Source: an optimization exercise on an open RTL-to-GDS flow (aim: small area, a short achievable clock period and few clock cycles per item). Production flows keep margins and buffers that such runs may drop. At most, simulation tests tie the RTL to the original design; equivalence was not proved. Function not checked in runs 1 to 4: the RTL went through the layout flow alone.

==> flow/design.v, too long to show whole: its modules and the start of the top module <==
// module muldiv_unit: 167 lines
// module md_cneg: 18 lines
// module md_add: 58 lines
// module mul_array: 591 lines
// module ex_stage_muldiv: 112 lines
module ex_stage_muldiv
#(
  parameter int unsigned XLEN    = 32,
  parameter int unsigned MUL_LAT = 2
) (
  input  logic            clk,
  input  logic            rst_n,
  input  logic [3:0]      ALUCode_ex,
  input  logic            ALUSrcA_ex,
  input  logic [1:0]      ALUSrcB_ex,
  input  logic [XLEN-1:0] Imm_ex,
  input  logic [XLEN-1:0] PC_ex,
  input  logic [4:0]      rs1Addr_ex,
  input  logic [4:0]      rs2Addr_ex,
  input  logic [XLEN-1:0] rs1Data_ex,
  input  logic [XLEN-1:0] rs2Data_ex,
  input  logic [XLEN-1:0] ALUResult_mem,
  input  logic [4:0]      rdAddr_mem,
  input  logic            RegWrite_mem,
  input  logic [XLEN-1:0] RegWriteData_wb,
  input  logic [4:0]      rdAddr_wb,
  input  logic            RegWrite_wb,
  input  logic            MdValid_ex,
  input  logic [2:0]      MdOp_ex,
  input  logic            Flush_ex,
  output logic [XLEN-1:0] ALUResult_ex,
  output logic [XLEN-1:0] MemWriteData_ex,
  output logic [XLEN-1:0] ALU_A,
  output logic [XLEN-1:0] ALU_B,
  output logic            Stall_ex,
  output logic            MdBusy
);
  // ...
==> flow/flow/run.sh <==
#!/bin/bash
# The standard layout (standard.sh), except that the port buffers are plain buf_2 cells
# instead of the delay buffers buffer_ports picks by default. Every port still gets a buffer.
# make's full output goes to standard.log; ORFS's per-step logs stay under orfs/logs.
export BUFFER_PORTS_ARGS="-buffer_cell sky130_fd_sc_hd__buf_2"
bash standard.sh > standard.log 2>&1
==> flow/standard.sh <==
#!/bin/bash
# synth_recipe.tcl (not shown) runs the flow's synth.tcl, then flattens the netlist and writes it again
# the make line also repeats each setting of config.mk as NAME=value (left out here)
make -C /OpenROAD-flow-scripts/flow DESIGN_CONFIG=/design/flow/config.mk WORK_HOME=/design/flow/orfs CLKGATE_MAP_FILE= SYNTH_SCRIPT=/design/flow/synth_recipe.tcl "${@:-finish}"
==> flow/config.mk <==
export PLATFORM = sky130hd
export DESIGN_NAME = ex_stage_muldiv
export DESIGN_NICKNAME = ex_stage_muldiv
export VERILOG_FILES = /design/flow/design.v
export SDC_FILE = /design/flow/constraint.sdc
export NUM_CORES = 4
export LEC_CHECK = 0
export ABC_AREA = 1
export CAP_MARGIN = 20
export CORE_MARGIN = 2
export CORE_UTILIZATION = 40
export SETUP_SLACK_MARGIN = 4
export SLEW_MARGIN = 20
==> flow/constraint.sdc <==
create_clock -name core_clock -period 16.0 [get_ports {clk}]
set_input_delay 3.2000 -clock core_clock [delete_from_list [all_inputs] [get_ports {clk}]]
set_output_delay 3.2000 -clock core_clock [all_outputs]
set_load 0.01 [all_outputs]
==> impl_results.md, run 1 <==
* Cell area after layout at 0.0434 mm²
* H-tree depth at 4
* Area taken by flip-flops and latches at 0.00276 mm²
* Dpl ws at 2.24 ns
* Worst min-delay path startpoint: u_muldiv.qq[31]
* Transition time at the pin with the least slew margin at 1.19 ns
* Worst Path Max Fanout at 32
* CTS sink count at 115
* Met1 usage in global routing at 54.5%
* Post-Synthesis Net Count at 6681
* Total number of multi-input combinational cells at 4584
* Bufs on Longest Clock Path at 2
* Inverter count at 862
* Final period util at 74.6%
* Synthesized area per cell at 6.47 µm²
* Run status: finished clean
* Row count at 113
* Highest-count cells in the layout ignoring fill and taps: sky130_fd_sc_hd__nand2_1, sky130_fd_sc_hd__inv_1, sky130_fd_sc_hd__o21ai_0
* Number of non-clock buffers at 582
* Root cell of the clock tree: sky130_fd_sc_hd__clkbuf_16
* Global-route wire length before repair at 306000 µm
* Clock distribution area overhead in the final layout at 1.28%
==> run 2, diff against run 1 <==
--- a/flow/config.mk
+++ b/flow/config.mk
@@ -11,3 +11,3 @@
 export CORE_UTILIZATION = 40
-export SETUP_SLACK_MARGIN = 4
+export SETUP_SLACK_MARGIN = 4.5
 export SLEW_MARGIN = 20
==> impl_results.md, run 2 <==
* Post-synthesis sequential element count at 115
* Largest net degree at the start of global routing at 97
* Iteration-0 DRC count of the detailed router at 6799
* Post-Place Cell Area at 0.0416 mm²
* Number of global-route vias before repair at 43773
* Transition time at the pin with the least slew margin at 1.24 ns (+0.0484 ns)
* Worst Path Class, Setup: in2out
* Cell area after synthesis at 0.0382 mm²
* Commonest cells in the synthesized netlist: sky130_fd_sc_hd__nand2_1, sky130_fd_sc_hd__inv_1, sky130_fd_sc_hd__o21ai_0, sky130_fd_sc_hd__xor2_1
* Die boundary width at 313 µm
* GRT overflow at 0
* Largest clock skew in the final design at 0.0169 ns
* Number of buffers inserted for hold repair after clock tree synthesis at 0
* Worst reg2reg path depth at 26
* Register-to-register path setup slack at 8.95 ns
* Synthesized area per cell at 6.47 µm² (unchanged)
* Final setup violation count at 0
* CP arrival at 8.33 ns
* First drt pass iteration count at 6
* Area Growth Syn to Fin at 18.4%
* Cell area after layout at 0.0453 mm² (+4.3%)
* Clock latency on the worst-skew pair at 0.46 ns
* Max-slew headroom at the worst pin at 17.3%
* Antenna violations before repair at 21
* Vias after detailed routing at 47197
* Sum of routed wire length over all layers at 221000 µm
* Final period util at 72.1% (-2.6 points)
* Core area at 0.0949 mm²
* Achievable Freq at 86.7 MHz
* Dpl ws at 2.24 ns (unchanged)
* Estimated wirelength of the detail-placed design at 171000 µm
* Post-synth top flop: sky130_fd_sc_hd__dfxtp_1
* Yosys warning count at 11
* Top cell type's share of synthesized area at 15.9%
* TritonCTS clock tree: yes
* Final estimated routing congestion in global placement at 1.09
* Post-layout utilization of the core at 47.7%
* Root cell of the clock tree: sky130_fd_sc_hd__clkbuf_16
* Launch point of the worst reg-to-reg path: u_muldiv.st[1]
* Total negative setup slack at 0 ns
* Post-Synthesis Net Count at 6681 (unchanged)
* Row count at 113 (unchanged)
* Worst min-delay path startpoint: u_muldiv.qq[31]
* Nets@finish at 7034
* Chip height at 313 µm
* RSZ-0062 raised after global routing: true
* Overall routing resource usage at 43.2%
* Inserted Clock Buffers at 17
* Worst min-delay path class: reg2reg
* Final worst slack at 4.47 ns
* Most common cell in the netlist: sky130_fd_sc_hd__nand2_1
* Startpoint type of the worst setup path: input port
* Post-layout minimum cycle time at 11.53 ns
* Die Area at 0.0981 mm²
* Post-route ant nets at 0
* Most common cell after layout, fill and taps aside: sky130_fd_sc_hd__nand2_1
* Global-route wire length before repair at 310000 µm (+1.4%)
* Synth Instances at 5906
* IO Pins at 358
* DRC violations left at 0
* Number of buffer cells added on primary ports at 357
* CTS sink count at 115 (unchanged)
* Number of synthesized flops with an enable pin at 43
* H-tree depth at 4 (unchanged)
* Critical path data required time at 12.80 ns
* Leading registers by flop count: u_muldiv.dq (32), u_muldiv.qq (32), u_muldiv.rq (32)
* Worst hold path cell count at 2
* Highest-count cells in the layout ignoring fill and taps: sky130_fd_sc_hd__nand2_1, sky130_fd_sc_hd__inv_1, sky130_fd_sc_hd__o21ai_0
* Critical register-to-register path endpoint: u_muldiv.rq[18]
* Hold Fails Final Rpt at 0
* Worst hold endpoint: u_muldiv.qq[15]
* Post-synthesis cell type with the largest combined area: sky130_fd_sc_hd__fa_1
* Bufs on Longest Clock Path at 2 (unchanged)
* Element type at the critical path end: output port
* Unique cell type count in the Yosys netlist at 73
* Count of final max-slew check failures at 0
* Sequential element share of the synthesized area at 7.17%
* Max-Cap Viols at 0
* Initial Utilization at 40.3%
* Routed WL per cell at 29.2 µm
* Run status: finished clean
* Leading post-synthesis cells by cell area: sky130_fd_sc_hd__fa_1, sky130_fd_sc_hd__nand2_1, sky130_fd_sc_hd__xor2_1
* Vias/cell at 6.25
* Worst Path Max Fanout at 19 (-41%)
* Share of async-settable or async-resettable flops after synthesis at 1.74%
* Register clock-pin slew on the reported worst setup and hold paths at 0.06 ns
* Share of layout cells above drive strength 1 at 17.3%
[run 2: worst max path at each step]
stage                              start                to  slack (ns)  cells past startpoint
after floorplan            rs2Addr_ex[0]  ALUResult_ex[22]        4.95                     37
after global placement      rdAddr_wb[3]  ALUResult_ex[22]        2.20                     36
after detailed placement   rs2Addr_ex[3]  ALUResult_ex[22]        2.24                     36
after CTS                 u_muldiv.st[1]   ALUResult_ex[6]        4.48                     33
after global routing      u_muldiv.st[1]  ALUResult_ex[10]        4.34                     33
final                      rs2Addr_ex[0]  ALUResult_ex[17]        4.47                     26
[run 2: metrics by stage]
step           hold slack (ns)  cells
6_report                 0.599   7552
5_1_grt                  0.606   7545
4_1_cts                  0.566   7456
3_5_place_dp             0.551   7352
3_3_place_gp             0.566   7351
2_1_floorplan            0.481   5906
[run 2: worst max-delay path, cell delays in order]
cell                        delay (ns)
sky130_fd_sc_hd__buf_2            0.13
sky130_fd_sc_hd__xnor2_1          0.14
sky130_fd_sc_hd__nand2_1          0.11
sky130_fd_sc_hd__nor2_4           0.13
sky130_fd_sc_hd__nand3_4          0.14
sky130_fd_sc_hd__bufbuf_16        0.34
sky130_fd_sc_hd__o21ai_2          0.43
sky130_fd_sc_hd__inv_1            0.31
sky130_fd_sc_hd__nand2_1          0.12
sky130_fd_sc_hd__inv_1            0.05
sky130_fd_sc_hd__or2_1            0.24
sky130_fd_sc_hd__inv_1            0.12
sky130_fd_sc_hd__nand4_1          0.22
sky130_fd_sc_hd__nor3_4           0.30
sky130_fd_sc_hd__nand3_1          0.14
sky130_fd_sc_hd__nor2_2           0.14
sky130_fd_sc_hd__nand2_1          0.09
sky130_fd_sc_hd__nor2_2           0.14
sky130_fd_sc_hd__nand3_1          0.14
sky130_fd_sc_hd__nor2_2           0.16
sky130_fd_sc_hd__nand3_2          0.13
sky130_fd_sc_hd__nor3b_2          0.20
sky130_fd_sc_hd__buf_4            0.21
sky130_fd_sc_hd__nand4_1          0.27
sky130_fd_sc_hd__nand4_1          0.43
sky130_fd_sc_hd__buf_2            0.29
[run 2: cells by family (layout without fill, tap and decap cells)]
group / count (synthesis) / after routing / synth area share, %
AOI/OAI and AO/OA: 1538 / 1538 / 23.9
xor gates and xnor gates: 410 / 410 / 9.43
adders and majority gates: 547 / 547 / 23.9
buffers and inverters: 1211 / 1570 / 12.3
DFF: 115 / 115 / 7.17
muxes: 16 / 16 / 0.419
other: 0 / 15 / 0
and+or+nand+nor: 2069 / 2076 / 23.0
[run 2: layout make-up]
| cell class | count | area (µm²) |
|---|---|---|
| clock inverter | 13 | 97.6 |
| inverter | 859 | 3360 |
| antenna | 15 | 37.5 |
| tap | 1265 | 1580 |
| sequential | 115 | 2770 |
| multi-input combinational | 4587 | 32100 |
| fill | 9936 | 49600 |
| timing repair inverter | 5 | 33.8 |
| clock buffer | 19 | 458 |
| timing repair buffer | 674 | 4800 |
[run 2: metal layers]
layer	GRT usage, %	part of all wire [%]	wire length, µm	vias up
met4	34.7	10	22500	14
met2	64.0	41	90400	3624
li1	-	-	-	20451
met1	54.4	37	81100	22171
met3	9.04	12	26400	937
met5	0	0.042	92	-
[run 2: timing repair]
| item | CTS | global route |
|---|---|---|
| buffers inserted | 57 | 71 |
| setup endpoints to repair | 37 | 33 |
| pin swaps | 42 | 92 |
| resized for setup | 208 | 199 |
| cloned | 15 | 10 |
==> run 3, diff against run 2 <==
--- a/flow/config.mk
+++ b/flow/config.mk
@@ -10,4 +10,4 @@
 export CORE_MARGIN = 2
-export CORE_UTILIZATION = 40
-export SETUP_SLACK_MARGIN = 4.5
+export CORE_UTILIZATION = 50
+export SETUP_SLACK_MARGIN = 4
 export SLEW_MARGIN = 20
==> impl_results.md, run 3 <==
* DRC violations left at 0 (unchanged)
* Initial Utilization at 50.4% (+10 points)
* Synth Instances at 5906 (unchanged)
* Die boundary width at 281 µm (-10%)
* Final setup violation count at 0 (unchanged)
* Chip height at 281 µm (-10%)
* CTS sink count at 115 (unchanged)
* Yosys warning count at 11 (unchanged)
* Worst min-delay path class: reg2reg
* Share of layout cells above drive strength 1 at 13.6% (-3.7 points)
* Element type at the critical path end: output port
* Largest net degree at the start of global routing at 97 (unchanged)
* Iteration-0 DRC count of the detailed router at 6830 (+0.46%)
* Area Growth Syn to Fin at 12.5%
* Critical path data required time at 12.80 ns (about the same)
* H-tree depth at 4 (unchanged)
* Post-Synthesis Net Count at 6681 (unchanged)
* Sum of routed wire length over all layers at 207000 µm (-5.9%)
* First drt pass iteration count at 9 (+3)
* Unique cell type count in the Yosys netlist at 73 (unchanged)
* GRT overflow at 0 (unchanged)
* Vias/cell at 6.46 (+3.4%)
* Slowest stage delay, CP at 0.94 ns (+0.51 ns)
* Worst hold endpoint: u_muldiv.qq[14]
* Register clock-pin slew on the reported worst setup and hold paths at 0.07 ns (about the same)
* Inserted Clock Buffers at 17 (unchanged)
* Cell area after synthesis at 0.0382 mm² (unchanged)
* Total negative setup slack at 0 ns (unchanged)
* Number of buffer cells added on primary ports at 357 (unchanged)
* Hold Fails Final Rpt at 0 (unchanged)
* Post-synthesis sequential element count at 115 (unchanged)
* Leading registers by flop count: u_muldiv.dq (32), u_muldiv.qq (32), u_muldiv.rq (32)
* Share of async-settable or async-resettable flops after synthesis at 1.74% (unchanged)
* Commonest cells in the synthesized netlist: sky130_fd_sc_hd__nand2_1, sky130_fd_sc_hd__inv_1, sky130_fd_sc_hd__o21ai_0, sky130_fd_sc_hd__xor2_1
* FILL cells at 7710 (-22%)
* Routed WL per cell at 28.9 µm (-0.89%)
* Root cell of the clock tree: sky130_fd_sc_hd__clkbuf_16
* RSZ-0062 raised after global routing: true
* Worst slack on hold paths at 0.582 ns (-0.0169 ns)
* Number of buffers inserted for hold repair after clock tree synthesis at 0 (unchanged)
* Estimated wirelength of the detail-placed design at 160000 µm (-6.4%)
* Worst reg2reg path depth at 26 (unchanged)
* Clock latency on the worst-skew pair at 0.46 ns (about the same)
* Leading post-synthesis cells by cell area: sky130_fd_sc_hd__fa_1, sky130_fd_sc_hd__nand2_1, sky130_fd_sc_hd__xor2_1
* Core area at 0.0758 mm² (-20%)
* Post-layout instance count excluding filler cells at 7169 (-5.1%)
* Max-slew headroom at the worst pin at 15.8% (-1.5 points)
* Highest-count cells in the layout ignoring fill and taps: sky130_fd_sc_hd__nand2_1, sky130_fd_sc_hd__inv_1, sky130_fd_sc_hd__o21ai_0
* Global-route wire length before repair at 295000 µm (-5.0%)
* Top cell type's share of synthesized area at 15.9% (unchanged)
* Placed cell count at 7055 (-4.0%)
* Die Area at 0.0787 mm² (-20%)
* Transition time at the pin with the least slew margin at 1.26 ns (+0.0182 ns)
* Critical register-to-register path endpoint: u_muldiv.rq[14]
* TritonCTS clock tree: yes
* Synthesized area per cell at 6.47 µm² (unchanged)
* Sequential element share of the synthesized area at 7.17% (unchanged)
* Footprint of the multi-input gates at 0.0314 mm² (-2.3%)
* Count of final max-slew check failures at 0 (unchanged)
* CP arrival at 8.80 ns (+0.47 ns)
* Cell type of the slowest stage on the worst timing path: sky130_fd_sc_hd__a221oi_1
* Bufs on Longest Clock Path at 2 (unchanged)
* Number of synthesized flops with an enable pin at 43 (unchanged)
* Register-to-register path setup slack at 8.61 ns (-0.34 ns)
* Number of global-route vias before repair at 42866 (-2.1%)
* Final estimated routing congestion in global placement at 1.10 (+1.1%)
* Worst Path Class, Setup: reg2out
* Achievable Freq at 83.4 MHz (-3.9%)
* Worst hold path cell count at 2 (unchanged)
* Post-layout minimum cycle time at 12.00 ns (+0.465 ns)
* Antenna violations before repair at 28 (+33%)
* Nets@finish at 6929 (-1.5%)
* Most used cell, CP: sky130_fd_sc_hd__fa_1
* Run status: finished clean
* Post-synth top flop: sky130_fd_sc_hd__dfxtp_1
* Final period util at 75.0% (+2.9 points)
* Row count at 101 (-11%)
* Largest clock skew in the final design at 0.0175 ns (+0.000611 ns)
* Worst min-delay path startpoint: u_muldiv.qq[30]
* Most common cell in the netlist: sky130_fd_sc_hd__nand2_1
* Most common cell after layout, fill and taps aside: sky130_fd_sc_hd__nand2_1
* Max-Cap Viols at 0 (unchanged)
* Overall routing resource usage at 51.3% (+8.0 points)
* Post-layout utilization of the core at 56.7% (+9.0 points)
* Startpoint type of the worst setup path: flop
* Area taken by flip-flops and latches at 0.00275 mm² (-0.50%)
* Worst Path Max Fanout at 32 (+13)
* Launch point of the worst reg-to-reg path: u_muldiv.qq[15]
* IO Pins at 358 (unchanged)
* Vias after detailed routing at 46319 (-1.9%)
* Post-route ant nets at 0 (unchanged)
* Post-synthesis cell type with the largest combined area: sky130_fd_sc_hd__fa_1
-- run 3: per-stage QoR --
step                      cell area, µm²  worst slack [ns]
after floorplan                    38200              4.95
after global placement             41100              2.87
after detailed placement           41100              2.66
after CTS                          42300              4.00
after global routing               43000              3.88
final                              43000              4.00
-- run 3: worst max-delay path: cells and delay by family, from the launching register on --
family / cells / cell delay [ns]
DFF: 1 / 0.30
xor gates and xnor gates: 2 / 0.45
buffers and inverters: 7 / 1.65
and+or+nand+nor: 4 / 0.41
adders and majority gates: 6 / 2.60
AOI/OAI and AO/OA: 12 / 2.86
-- run 3: worst max path at each step --
stage | startpoint | endpoint | slack [ns] | depth (start not counted)
after detailed placement | u_muldiv.qq[5] | ALUResult_ex[2] | 2.66 | 33
after floorplan | rs2Addr_ex[0] | ALUResult_ex[22] | 4.95 | 37
final | u_muldiv.qq[15] | ALUResult_ex[1] | 4.00 | 31
after CTS | u_muldiv.st[1] | ALUResult_ex[10] | 4.00 | 36
after global placement | u_muldiv.qq[5] | ALUResult_ex[2] | 2.87 | 33
after global routing | u_muldiv.dq[3] | ALUResult_ex[30] | 3.88 | 49
-- run 3: what timing repair did --
item,CTS,global route
setup endpoints to repair,33,33
resized for setup,85,92
pin swaps,8,11
gates cloned,7,5
buffers inserted,22,24
-- run 3: layout make-up --
type,count,share of cell area (%)
multi-input combinational,4585,72.9
timing repair buffer,575,8.64
timing repair inverter,1,0.0174
inverter,859,7.65
antenna,24,0.140
sequential,115,6.40
clock buffer,17,0.989
clock inverter,15,0.422
tap,978,2.84
-- run 3: cell families (layout without fill, tap and decap cells) --
logic type,count (synthesis),in the layout,share of synthesized area [%]
mux,16,16,0.419
xor+xnor,410,410,9.43
simple gates,2069,2073,23.0
other cells,0,24,0
compound gates,1538,1539,23.9
fa+ha+maj,547,547,23.9
buf+inv,1211,1467,12.3
flops,115,115,7.17
-- run 3: metal layers --
layer	wire length [µm]	up-vias	GRT usage (%)
li1	-	20258	-
met1	74300	21313	63.5
met2	83700	3731	74.5
met3	27100	1003	12.6
met4	22300	14	43.7
met5	87	-	0
==> run 4, diff against run 3 <==
--- a/flow/config.mk
+++ b/flow/config.mk
@@ -10,3 +10,4 @@
 export CORE_MARGIN = 2
-export CORE_UTILIZATION = 50
+export CORE_UTILIZATION = 40
+export PLACE_DENSITY = 0.65
 export SETUP_SLACK_MARGIN = 4
==> impl_results.md, run 4 <==
* Area taken by flip-flops and latches at 0.00275 mm² (unchanged)
* Post-layout minimum cycle time at 11.98 ns (-0.0133 ns)
* Sum of routed wire length over all layers at 218000 µm (+5.2%)
* Largest clock skew in the final design at 0.0150 ns (-0.00254 ns)
* Cell area after layout at 0.0437 mm² (+1.6%)
* Area Growth Syn to Fin at 14.3%
* Share of layout cells above drive strength 1 at 14.1% (+0.46 points)
* Nets@finish at 6949 (+0.29%)
* Achievable Freq at 83.5 MHz (+0.11%)
* Routed WL per cell at 29.2 µm (+1.1%)
* Clock latency on the worst-skew pair at 0.44 ns (-0.02 ns)
* TritonCTS clock tree: yes
* Worst Path Class, Setup: in2out
* Most common cell after layout, fill and taps aside: sky130_fd_sc_hd__nand2_1
* Cell type of the slowest stage on the worst timing path: sky130_fd_sc_hd__o21ai_1
* Element type at the critical path end: output port
* Core area at 0.0949 mm² (+25%)
* H-tree depth at 4 (unchanged)
* Post-route ant nets at 0 (unchanged)
* Placed cell count at 7357 (+4.3%)
* Post-synthesis sequential element count at 115 (unchanged)
* First drt pass iteration count at 9 (unchanged)
* Leading registers by flop count: u_muldiv.dq (32), u_muldiv.qq (32), u_muldiv.rq (32)
* Final worst slack at 4.02 ns (+0.0133 ns)
* Post-Synthesis Net Count at 6681 (unchanged)
* Slowest stage delay, CP at 0.64 ns (-0.30 ns)
* Global-route wire length before repair at 307000 µm (+4.2%)
* Worst min-delay path class: reg2reg
* Top cell type's share of synthesized area at 15.9% (unchanged)
* Vias/cell at 6.23 (-3.6%)
* GRT overflow at 0 (unchanged)
* Footprint of the multi-input gates at 0.0314 mm² (+0.24%)
* Sequential element share of the synthesized area at 7.17% (unchanged)
* Synthesized area per cell at 6.47 µm² (unchanged)
* Largest net degree at the start of global routing at 97 (unchanged)
* Root cell of the clock tree: sky130_fd_sc_hd__clkbuf_16
* Initial Utilization at 40.3% (-10 points)
* Number of synthesized flops with an enable pin at 43 (unchanged)
* Register clock-pin slew on the reported worst setup and hold paths at 0.06 ns (about the same)
* Bufs on Longest Clock Path at 2 (unchanged)
* Max-slew headroom at the worst pin at 18.7% (+2.8 points)
* Overall routing resource usage at 42.8% (-8.5 points)
* Number of buffers inserted for hold repair after clock tree synthesis at 0 (unchanged)
* Post-synthesis cell type with the largest combined area: sky130_fd_sc_hd__fa_1
* IO Pins at 358 (unchanged)
* Post-layout utilization of the core at 46.1% (-11 points)
* Synth Instances at 5906 (unchanged)
* Final estimated routing congestion in global placement at 1.09 (-1.2%)
* Die Area at 0.0981 mm² (+25%)
* Commonest cells in the synthesized netlist: sky130_fd_sc_hd__nand2_1, sky130_fd_sc_hd__inv_1, sky130_fd_sc_hd__o21ai_0, sky130_fd_sc_hd__xor2_1
* Antenna violations before repair at 24 (-14%)
* Most used cell, CP: sky130_fd_sc_hd__nand2_1
* Transition time at the pin with the least slew margin at 1.22 ns (-0.0424 ns)
* Worst Path Max Fanout at 29 (-9.4%)
* Vias after detailed routing at 46462 (+0.31%)
* Dpl ws at 2.58 ns (-0.0834 ns)
* Count of final max-slew check failures at 0 (unchanged)
* Startpoint type of the worst setup path: input port
* Run status: finished clean
* Leading post-synthesis cells by cell area: sky130_fd_sc_hd__fa_1, sky130_fd_sc_hd__nand2_1, sky130_fd_sc_hd__xor2_1
* Max-Cap Viols at 0 (unchanged)
* CP arrival at 8.78 ns (-0.02 ns)
* Cell area after synthesis at 0.0382 mm² (unchanged)
* Number of buffer cells added on primary ports at 357 (unchanged)
* Iteration-0 DRC count of the detailed router at 6787 (-0.63%)
* Unique cell type count in the Yosys netlist at 73 (unchanged)
* Chip height at 313 µm (+12%)
* Final setup violation count at 0 (unchanged)
* Post-layout instance count excluding filler cells at 7462 (+4.1%)
* Hold Fails Final Rpt at 0 (unchanged)
* CTS sink count at 115 (unchanged)
* Yosys warning count at 11 (unchanged)
* FILL cells at 10019 (+30%)
* Most common cell in the netlist: sky130_fd_sc_hd__nand2_1
* Inserted Clock Buffers at 17 (unchanged)
* Highest-count cells in the layout ignoring fill and taps: sky130_fd_sc_hd__nand2_1, sky130_fd_sc_hd__inv_1, sky130_fd_sc_hd__o21ai_0
* Post-synth top flop: sky130_fd_sc_hd__dfxtp_1
* RSZ-0062 raised after global routing: true
* Share of async-settable or async-resettable flops after synthesis at 1.74% (unchanged)
* Number of global-route vias before repair at 43139 (+0.64%)
* Total negative setup slack at 0 ns (unchanged)
* Post-Place Cell Area at 0.0416 mm² (+1.1%)
* Estimated wirelength of the detail-placed design at 172000 µm (+7.9%)
* Row count at 113 (+12%)
* Die boundary width at 313 µm (+12%)
* Critical path data required time at 12.80 ns (about the same)
* DRC violations left at 0 (unchanged)
* Worst slack on hold paths at 0.570 ns (-0.0125 ns)
* Final period util at 74.9% (-0.083 points)
==> run 4: cell counts after synthesis <==
No cell type changed its count.
==> run 4: area by class of cell <==
cell class              count  area share [%]
multi-input cells        4584            72.0
repair buffers            597            9.08
inverters                 859            7.63
flip-flops and latches    115            6.30
well taps                1265            3.62
clock buffers              21            1.16
clock inverters            11           0.200
diodes                     10          0.0573
==> run 4: metal layers <==
metal / up-vias / share of wire, % / GRT usage [%]
met1: 21886 / 38 / 55.1
met2: 3457 / 41 / 62.9
met3: 832 / 12 / 9.51
met4: 16 / 9.5 / 31.2
li1: 20271 / - / -
met5: - / 0.049 / 0
==> run 4: critical path, delay by kind of cell <==
family	cells	cell delay, ns
AND/OR/NAND/NOR	15	1.97
XOR/XNOR	2	0.42
buffers and inverters	5	0.91
AO/OA/AOI/OAI	6	1.87
adder cells (fa/ha/maj)	1	0.38
==> run 4: cells by family after synthesis <==
| kind of cell | count (synthesis) | synth area share (%) |
|---|---|---|
| mux | 16 | 0.419 |
| xor+xnor | 410 | 9.43 |
| fa+ha+maj | 547 | 23.9 |
| compound gates | 1538 | 23.9 |
| simple gates | 2069 | 23.0 |
| buf+inv | 1211 | 12.3 |
| flops | 115 | 7.17 |
==> run 4: path summary, 6_finish.rpt <==
path	startpoint	end	slack, ns	cells after the start
setup reg to reg	u_muldiv.qq[3]	u_muldiv.rq[18]	8.58	28
hold reg to reg	u_muldiv.qq[24]	u_muldiv.qq[8]	0.57	2
min in group asynchronous	rst_n	u_muldiv.st[0]	2.60	1
hold / removal	u_muldiv.qq[24]	u_muldiv.qq[8]	0.57	2
max in group asynchronous	rst_n	u_muldiv.st[1]	13.19	1
setup / recovery	rs2Addr_ex[1]	ALUResult_ex[31]	4.02	29
==> run 4: timing repair <==
action / 4_1_cts / 5_1_grt
hold endpoints to repair: 0 / 0
cloned: 3 / 7
setup endpoints to repair: 33 / 33
setup buffers: 12 / 41
pin swaps: 5 / 29
resized for setup: 94 / 133
==> module muldiv_unit, before the edit <==
module muldiv_unit (
  input  logic        clk,
  input  logic        rst_n,
  input  logic        md_valid,
  input  logic [2:0]  md_op,
  input  logic        flush,
  input  logic [31:0] op_a,
  input  logic [31:0] op_b,
  output logic        stall,
  output logic        busy,
  output logic        done,      
  output logic        owns,      
  output logic [31:0] result     
);
  localparam logic [2:0] MD_MUL    = 3'd0;
  localparam logic [2:0] MD_MULH   = 3'd1;
  localparam logic [2:0] MD_MULHSU = 3'd2;
  localparam logic [2:0] MD_MULHU  = 3'd3;
  localparam logic [1:0] S_IDLE = 2'd0;
  localparam logic [1:0] S_M1   = 2'd1;   
  localparam logic [1:0] S_M2   = 2'd3;   
  localparam logic [1:0] S_DIV  = 2'd2;   
  function automatic [5:0] lzc32(input [31:0] x);
    integer i;
    begin
      lzc32 = 6'd32;
      for (i = 0; i < 32; i = i + 1) if (x[i]) lzc32 = 31 - i;
    end
  endfunction
  logic [1:0]  st;
  logic [31:0] rq, qq, dq;      
  logic        aq_hi;           
  logic        b15, p16;        
  logic        bx;              
  logic        bx1;             
  logic        mul_hi;          
  logic        m_short;         
  logic [5:0]  pos;             
  logic        op_rem, q_neg, r_neg, q_ones;
  logic        idle, start, is_div, d_q0, fast;
  assign idle   = (st == S_IDLE);
  assign start  = idle && md_valid;
  assign is_div = md_op[2];
  assign fast   = is_div && d_q0;     
  logic        a_sgn, b_sgn;
  logic [32:0] m_a;
  logic [16:0] m_b;
  logic [32:0] m_acc;
  logic        m_x;
  logic [48:0] cs_s, cs_c, m_out;
  logic        m_co;
  assign a_sgn = (md_op != MD_MULHU);
  assign b_sgn = ~md_op[1];
  logic [32:0] a_ext, b_ext, mc_ext, mp_ext;
  logic        a_fit, b_fit, swap;
  assign a_ext  = {a_sgn & op_a[31], op_a};
  assign b_ext  = {b_sgn & op_b[31], op_b};
  assign a_fit  = (&a_ext[32:15]) | ~(|a_ext[32:16]);
  assign b_fit  = (&b_ext[32:15]) | ~(|b_ext[32:16]);
  assign swap   = a_fit & ~b_fit;
  assign mc_ext = swap ? b_ext : a_ext;      
  assign mp_ext = swap ? a_ext : b_ext;      
  assign m_a   = {aq_hi, dq};
  assign m_b   = {qq[15:0], b15 & st[1]};
  assign m_acc = st[1] ? {rq, p16} : 33'd0;
  assign m_x   = st[1] ? bx : bx1;
  mul_array u_arr (.m_a(m_a), .m_b(m_b), .m_acc(m_acc), .m_x(m_x), .cs_s(cs_s), .cs_c(cs_c));
  md_add #(49) u_cpa (.a(cs_s), .b(cs_c), .ci(1'b0), .s(m_out), .co(m_co));
  logic        d_sgn, d_sa, d_sb, d_bz;
  logic [31:0] d_ma, d_mb;
  logic [5:0]  d_za, d_zb;
  assign d_sgn = ~md_op[0];
  assign d_sa  = d_sgn & op_a[31];
  assign d_sb  = d_sgn & op_b[31];
  md_cneg u_nega (.x(op_a), .en(d_sa), .y(d_ma));
  md_cneg u_negb (.x(op_b), .en(d_sb), .y(d_mb));
  assign d_bz  = (op_b == 32'd0);
  assign d_za  = lzc32(d_ma);
  assign d_zb  = lzc32(d_mb);
  logic [31:0] d_ua, d_ub, d_ub_hi;
  assign d_ua = d_sa ? {op_a[30:0] ^ 31'h7fff_ffff, 1'b1} : op_a;
  assign d_ub = op_b ^ {32{d_sb}};
  always_comb begin
    d_ub_hi[31] = 1'b0;                        
    for (int i = 30; i >= 0; i--) d_ub_hi[i] = d_ub_hi[i+1] | d_ub[i+1];
  end
  assign d_q0  = ~|(d_ua & ~d_ub_hi) & (d_ub_hi[0] | d_ub[0] | d_sb);
  logic [4:0]  sh_amt;
  logic [31:0] d_al;
  assign sh_amt = d_zb[4:0] - d_za[4:0];
  assign d_al   = d_mb << sh_amt;
  logic [31:0] t1, t2, r1, rn, qn, d2;
  logic        c1, c2, ge1, ge2, two, last, pos_neg;
  logic [5:0]  pos_nx;
  assign pos_neg = pos[5];
  assign two  = ~pos_neg & (pos != 6'd0);
  assign last = pos_neg | (pos[4:1] == 4'd0);
  md_add #(32) u_sub1 (.a(rq), .b(~dq), .ci(1'b1), .s(t1), .co(c1));
  assign ge1  = c1 & ~pos_neg;
  assign r1   = ge1 ? t1 : rq;
  assign d2   = {1'b0, dq[31:1]};
  md_add #(32) u_sub2 (.a(r1), .b(~d2), .ci(1'b1), .s(t2), .co(c2));
  assign ge2  = c2 & two;
  assign rn   = ge2 ? t2 : r1;
  assign qn   = two ? {qq[29:0], ge1, ge2} : {qq[30:0], ge1};
  assign pos_nx = pos - 6'd2;
  logic [31:0] mul_res, div_val, div_res;
  always_comb begin
    case ({st[1], mul_hi})
      2'b00:   mul_res = m_out[31:0];                           
      2'b01:   mul_res = {{15{m_out[48]}}, m_out[48:32]};       
      2'b10:   mul_res = {m_out[15:0], qq[31:16]};              
      default: mul_res = m_out[47:16];                          
    endcase
  end
  assign div_val = op_rem ? rn : qn;
  md_cneg u_negr (.x(div_val), .en(op_rem ? r_neg : q_neg), .y(div_res));
  assign done   = (start && fast) || (st == S_M1 && m_short) || (st == S_M2) || (st == S_DIV && last);
  assign owns   = ~idle | md_valid;
  assign result = idle ? (op_a & {32{md_valid & fast & md_op[1]}}) :
                  st[0] ? mul_res : (div_res | {32{q_ones}});       
  assign stall  = rst_n && !flush && ((start && !fast) || (st == S_M1 && !m_short) ||
                                      (st == S_DIV && !last));
  assign busy   = (st == S_M1 && !m_short) || (st == S_DIV && !last);
  always_ff @(posedge clk or negedge rst_n) begin
    if (!rst_n) begin
      st <= S_IDLE;
    end else if (flush) begin
      st <= S_IDLE;
    end else begin
      case (st)
        S_IDLE:  if (md_valid && !fast) st <= is_div ? S_DIV : S_M1;
        S_M1:    st <= m_short ? S_IDLE : S_M2;
        S_DIV:   if (last) st <= S_IDLE;
        default: st <= S_IDLE;
      endcase
    end
  end
  always_ff @(posedge clk) begin
    rq  <= st[1] ? rn : (st[0] ? m_out[48:17] : d_ma);
    qq  <= st[1] ? qn : (st[0] ? {m_out[15:0], qq[31:16]} : (mp_ext[31:0] & {32{~is_div}}));
    p16 <= m_out[16];
    pos <= idle ? ((d_bz || d_za > d_zb) ? 6'h3f : {1'b0, sh_amt}) : pos_nx;
  end
  always_ff @(posedge clk) begin
    if (start) begin
      if (is_div) begin
        dq     <= d_al;
        op_rem <= md_op[1];
        q_neg  <= d_sa ^ d_sb;
        r_neg  <= d_sa;
        q_ones <= d_bz & ~md_op[1];
      end else begin
        dq     <= mc_ext[31:0];
        aq_hi  <= mc_ext[32];
        b15    <= mp_ext[15];
        bx     <= ~mp_ext[32] & mp_ext[31];
        bx1    <= ~(|mp_ext[32:16]) & mp_ext[15];    
        mul_hi <= (md_op != MD_MUL);
        m_short <= a_fit | b_fit;
        q_ones <= 1'b0;
      end
    end else if (st == S_DIV) begin
      dq  <= {2'b0, dq[31:2]};
    end
  end
endmodule
==> run 5, diff against run 4 <==
--- a/flow/design.v
+++ b/flow/design.v
@@ -34,3 +34,2 @@
   logic        bx;              
-  logic        bx1;             
   logic        mul_hi;          
@@ -57,4 +56,4 @@
   assign b_ext  = {b_sgn & op_b[31], op_b};
-  assign a_fit  = (&a_ext[32:15]) | ~(|a_ext[32:16]);
-  assign b_fit  = (&b_ext[32:15]) | ~(|b_ext[32:16]);
+  assign a_fit  = (&a_ext[32:15]) | ~(|a_ext[32:15]);
+  assign b_fit  = (&b_ext[32:15]) | ~(|b_ext[32:15]);
   assign swap   = a_fit & ~b_fit;
@@ -64,4 +63,4 @@
   assign m_b   = {qq[15:0], b15 & st[1]};
-  assign m_acc = st[1] ? {rq, p16} : 33'd0;
-  assign m_x   = st[1] ? bx : bx1;
+  assign m_acc = st[1] ? {rq[31], rq, p16} : 33'd0;
+  assign m_x   = st[1] & bx;
   mul_array u_arr (.m_a(m_a), .m_b(m_b), .m_acc(m_acc), .m_x(m_x), .cs_s(cs_s), .cs_c(cs_c));
@@ -157,3 +156,2 @@
         bx     <= ~mp_ext[32] & mp_ext[31];
-        bx1    <= ~(|mp_ext[32:16]) & mp_ext[15];    
         mul_hi <= (md_op != MD_MUL);
==> flow/flow/run.sh (replaced) <==
#!/bin/bash
# The standard layout (standard.sh), except that the port buffers are plain buf_1 cells
# instead of the delay buffers buffer_ports picks by default. Every port still gets a buffer.
# make's full output goes to standard.log; ORFS's per-step logs stay under orfs/logs.
export BUFFER_PORTS_ARGS="-buffer_cell sky130_fd_sc_hd__buf_1"
bash standard.sh > standard.log 2>&1
--- a/flow/config.mk
+++ b/flow/config.mk
@@ -11,3 +11,2 @@
 export CORE_UTILIZATION = 40
-export PLACE_DENSITY = 0.65
 export SETUP_SLACK_MARGIN = 4
==> impl_results.md, run 5 <==
* Bufs on Longest Clock Path at 2 (unchanged)
* Die Area at 0.0986 mm² (+0.59%)
* Transition time at the pin with the least slew margin at 1.22 ns (+0.00557 ns)
* Initial Utilization at 40.4% (+0.12 points)
* Post-layout minimum cycle time at 11.95 ns (-0.0294 ns)
* GRT overflow at 0 (unchanged)
* Sum of routed wire length over all layers at 214000 µm (-1.8%)
* List of cells traversed by the critical path: clkbuf_2 > xor2_1 > nor2_2 > nand3_2 > nand3_1 > nand2_1 > nand2_1 > o21ai_1 > nand4_1 > nand2_1 > nand2_1 > a21oi_1 > o21ai_0 > a21oi_1 > o21ai_0 > a31oi_1 > a2111oi_1 > nand3_2 > buf_1
* Total negative setup slack at 0 ns (unchanged)
* Worst min-delay path startpoint: u_muldiv.pos[1]
* Share of layout cells above drive strength 1 at 9.07% (-5.0 points)
* Post-synth top flop: sky130_fd_sc_hd__dfxtp_1
* IO Pins at 358 (unchanged)
* Global-route wire length before repair at 301000 µm (-1.9%)
* Slowest stage delay, CP at 0.86 ns (+0.22 ns)
* Share of async-settable or async-resettable flops after synthesis at 1.75% (+0.015 points)
* FILL cells at 10315 (+3.0%)
* Root cell of the clock tree: sky130_fd_sc_hd__clkbuf_16
* Vias after detailed routing at 45242 (-2.6%)
* Sequential element share of the synthesized area at 7.05% (-0.12 points)
* Commonest cells in the synthesized netlist: sky130_fd_sc_hd__nand2_1, sky130_fd_sc_hd__inv_1, sky130_fd_sc_hd__o21ai_0, sky130_fd_sc_hd__xor2_1, sky130_fd_sc_hd__fa_1
* Post-Synthesis Net Count at 6616 (-0.97%)
* Clock latency on the worst-skew pair at 0.46 ns (+0.02 ns)
* Final period util at 74.7% (-0.18 points)
* Startpoint type of the worst setup path: input port
* Iteration-0 DRC count of the detailed router at 6238 (-8.1%)
* Most common cell after layout, fill and taps aside: sky130_fd_sc_hd__nand2_1
* Worst hold path cell count at 1 (-1)
* Leading registers by flop count: u_muldiv.dq (32), u_muldiv.qq (32), u_muldiv.rq (32)
* Unique cell type count in the Yosys netlist at 84 (+15%)
* CTS sink count at 114 (-0.87%)
* H-tree depth at 4 (unchanged)
* Antenna violations before repair at 22 (-8.3%)
* RSZ-0062 raised after global routing: false
* Hold Fails Final Rpt at 0 (unchanged)
* Worst hold endpoint: u_muldiv.pos[1]
* Vias/cell at 6.15 (-1.2%)
* Critical register-to-register path endpoint: u_muldiv.rq[29]
* TritonCTS clock tree: yes
* CP arrival at 8.75 ns (-0.03 ns)
* Most used cell, CP: sky130_fd_sc_hd__nand2_1
* Worst reg2reg path depth at 30 (+7.1%)
* Post-route ant nets at 0 (unchanged)
* Routed WL per cell at 29.1 µm (-0.42%)
* Worst Path Max Fanout at 15 (-48%)
* First drt pass iteration count at 8 (-1)
* Number of buffer cells added on primary ports at 357 (unchanged)
* Inserted Clock Buffers at 17 (unchanged)
* Yosys warning count at 11 (unchanged)
* Largest clock skew in the final design at 0.0161 ns (+0.00110 ns)
* Core area at 0.0952 mm² (+0.30%)
* Register-to-register path setup slack at 8.81 ns (+0.23 ns)
* Top cell type's share of synthesized area at 15.8% (-0.094 points)
* Number of global-route vias before repair at 41807 (-3.1%)
* Element type at the critical path end: output port
* Launch point of the worst reg-to-reg path: u_muldiv.b15
* Final estimated routing congestion in global placement at 1.06 (-2.6%)
* Run status: finished clean
* Largest net degree at the start of global routing at 97 (unchanged)
* Most common cell in the netlist: sky130_fd_sc_hd__nand2_1
* Register clock-pin slew on the reported worst setup and hold paths at 0.06 ns (about the same)
* Max-slew headroom at the worst pin at 17.7% (-0.96 points)
* DRC violations left at 0 (unchanged)
* Number of synthesized flops with an enable pin at 42 (-2.3%)
* Synth Instances at 5841 (-1.1%)
* Overall routing resource usage at 42.0% (-0.80 points)
* Worst Path Class, Setup: in2out
* Nets@finish at 6840 (-1.6%)
* Synthesized area per cell at 6.58 µm² (+1.7%)
* Worst min-delay path class: reg2reg
* Post-synthesis cell type with the largest combined area: sky130_fd_sc_hd__fa_1
* Placed cell count at 7272 (-1.2%)
* Chip height at 314 µm (+0.29%)
* Achievable Freq at 83.7 MHz (+0.25%)
* Die boundary width at 314 µm (+0.29%)
* Final setup violation count at 0 (unchanged)
* Post-layout instance count excluding filler cells at 7356 (-1.4%)
* Post-synthesis sequential element count at 114 (-0.87%)
* Row count at 113 (unchanged)
* Cell type of the slowest stage on the worst timing path: sky130_fd_sc_hd__a2111oi_1
* Max-Cap Viols at 0 (unchanged)
* Highest-count cells in the layout ignoring fill and taps: sky130_fd_sc_hd__nand2_1, sky130_fd_sc_hd__inv_1, sky130_fd_sc_hd__o21ai_0
* Leading post-synthesis cells by cell area: sky130_fd_sc_hd__fa_1, sky130_fd_sc_hd__nand2_1, sky130_fd_sc_hd__xor2_1
* Count of final max-slew check failures at 0 (unchanged)
* Area Growth Syn to Fin at 11.5%
* Critical path data required time at 12.80 ns (about the same)
* Estimated wirelength of the detail-placed design at 169000 µm (-1.9%)
* Cell area after synthesis at 0.0385 mm² (+0.60%)
-- run 5: cell count changes after synthesis, sizes merged, moves of 8 or more --
cell,before,now
nor2,323,266
clkbuf,260,226
nand4,83,62
or2,45,29
o21ai,612,620
inv,817,798
nand2,1295,1357
nor3,26,35
a21oi,280,250
o2111ai,6,17
buf,92,116
-- run 5: layer usage --
metal,global-route usage (%),share of wire [%],vias up
met5,0.0967,0.056,-
met4,30.4,8.9,18
met3,8.02,11,675
met2,62.1,42,3171
met1,54.5,39,21407
li1,-,-,19971
-- run 5: cells by family after synthesis --
| kind of cell | after synthesis | synth area share [%] |
|---|---|---|
| fa+ha+maj | 547 | 23.7 |
| compound gates | 1529 | 24.2 |
| mux | 13 | 0.338 |
| xor+xnor | 409 | 9.47 |
| simple gates | 2044 | 23.2 |
| buf+inv | 1185 | 12.0 |
| flops | 114 | 7.05 |
-- run 5: worst max path at each step --
| stage | start | endpoint | depth (start not counted) |
|---|---|---|---|
| finish | rdAddr_mem[3] | ALUResult_ex[30] | 19 |
| global route | u_muldiv.qq[11] | ALUResult_ex[14] | 38 |
| CTS | u_muldiv.b15 | ALUResult_ex[14] | 37 |
| detailed placement | u_muldiv.qq[1] | ALUResult_ex[15] | 36 |
| global placement | rdAddr_wb[4] | ALUResult_ex[30] | 38 |
| floorplan | rs2Addr_ex[3] | ALUResult_ex[30] | 31 |
-- run 5: final cells by class --
| class | count | area, µm² | area share, % |
|---|---|---|---|
| Clock inverter | 14 | 131 | 0.306 |
| Timing Repair inverter | 2 | 13.8 | 0.0321 |
| Clock buffer | 18 | 450 | 1.05 |
| Multi-Input combinational cell | 4547 | 31800 | 74.1 |
| Timing Repair Buffer | 540 | 2940 | 6.85 |
| Sequential cell | 114 | 2720 | 6.35 |
| Antenna cell | 13 | 32.5 | 0.0759 |
| Tap cell | 1265 | 1580 | 3.69 |
| Inverter | 843 | 3240 | 7.55 |
-- run 5: worst max-delay path: cells and delay by family --
family                    cells  cell delay, ns
and+or+nand+nor               9            2.79
AOI/OAI and AO/OA             7            2.21
xor gates and xnor gates      1            0.18
buffers and inverters         2            0.34
-- run 5: timing repair --
action | CTS | global route
endpoints found under the hold margin | 0 | 0
pin swaps | 9 | 13
buffers inserted | 17 | 12
hold buffers | 0 | 0
setup endpoints to repair | 32 | 34
cloned | 4 | 6
gates resized for setup | 80 | 100
-- run 5: metrics by stage --
stage	instance area [µm²]	hold WS, ns	utilization, %	setup WS (ns)
after global routing	42900	0.524	45.0	3.98
after global placement	41200	0.486	43.3	2.80
final	42900	0.506	45.1	4.05
after CTS	42300	0.505	44.4	4.00
after detailed placement	41200	0.491	43.3	2.72
after floorplan	38500	0.449	-	5.40
Testbench counts of run 5, summed over its fixed seeds: cycles 23,621, instrs 12,000.

## what the ideal ports hide
The flow's constraints put no driver on any port. The routed layouts listed below were extracted and timed again, unchanged, in two steps.
Step 1 (the two cells are an assumption about what drives the block):
set clk [get_ports {clk}]
set_driving_cell -lib_cell sky130_fd_sc_hd__clkbuf_16 $clk
set_driving_cell -lib_cell sky130_fd_sc_hd__buf_2 [delete_from_list [all_inputs] $clk]
Step 2 moves the port delays by t, midway between the first and last clock arrival at a register: inputs arrive t later, outputs are due t later. That takes back most of the time a late clock gives input paths.
Three values: no drivers, after step 1, after step 2; two values: the first two.
run	t, ns	slack for setup (ns)	worst setup path at the end
run 1	0.514	4.058 / 3.997 / 4.146	input to output
run 2	0.508	4.469 / 4.438 / 4.438	input to output
run 3	0.500	4.005 / 3.953 / 4.092	input to output
run 4	0.488	4.018 / 3.997 / 3.997	input to output
run 5	0.506	4.048 / 4.026 / 4.026	input to output
After both steps every run listed still meets setup and hold. The setup slack of run 2, which loses most, moves by -0.031 ns with the drivers and by -0.031 ns with both steps.
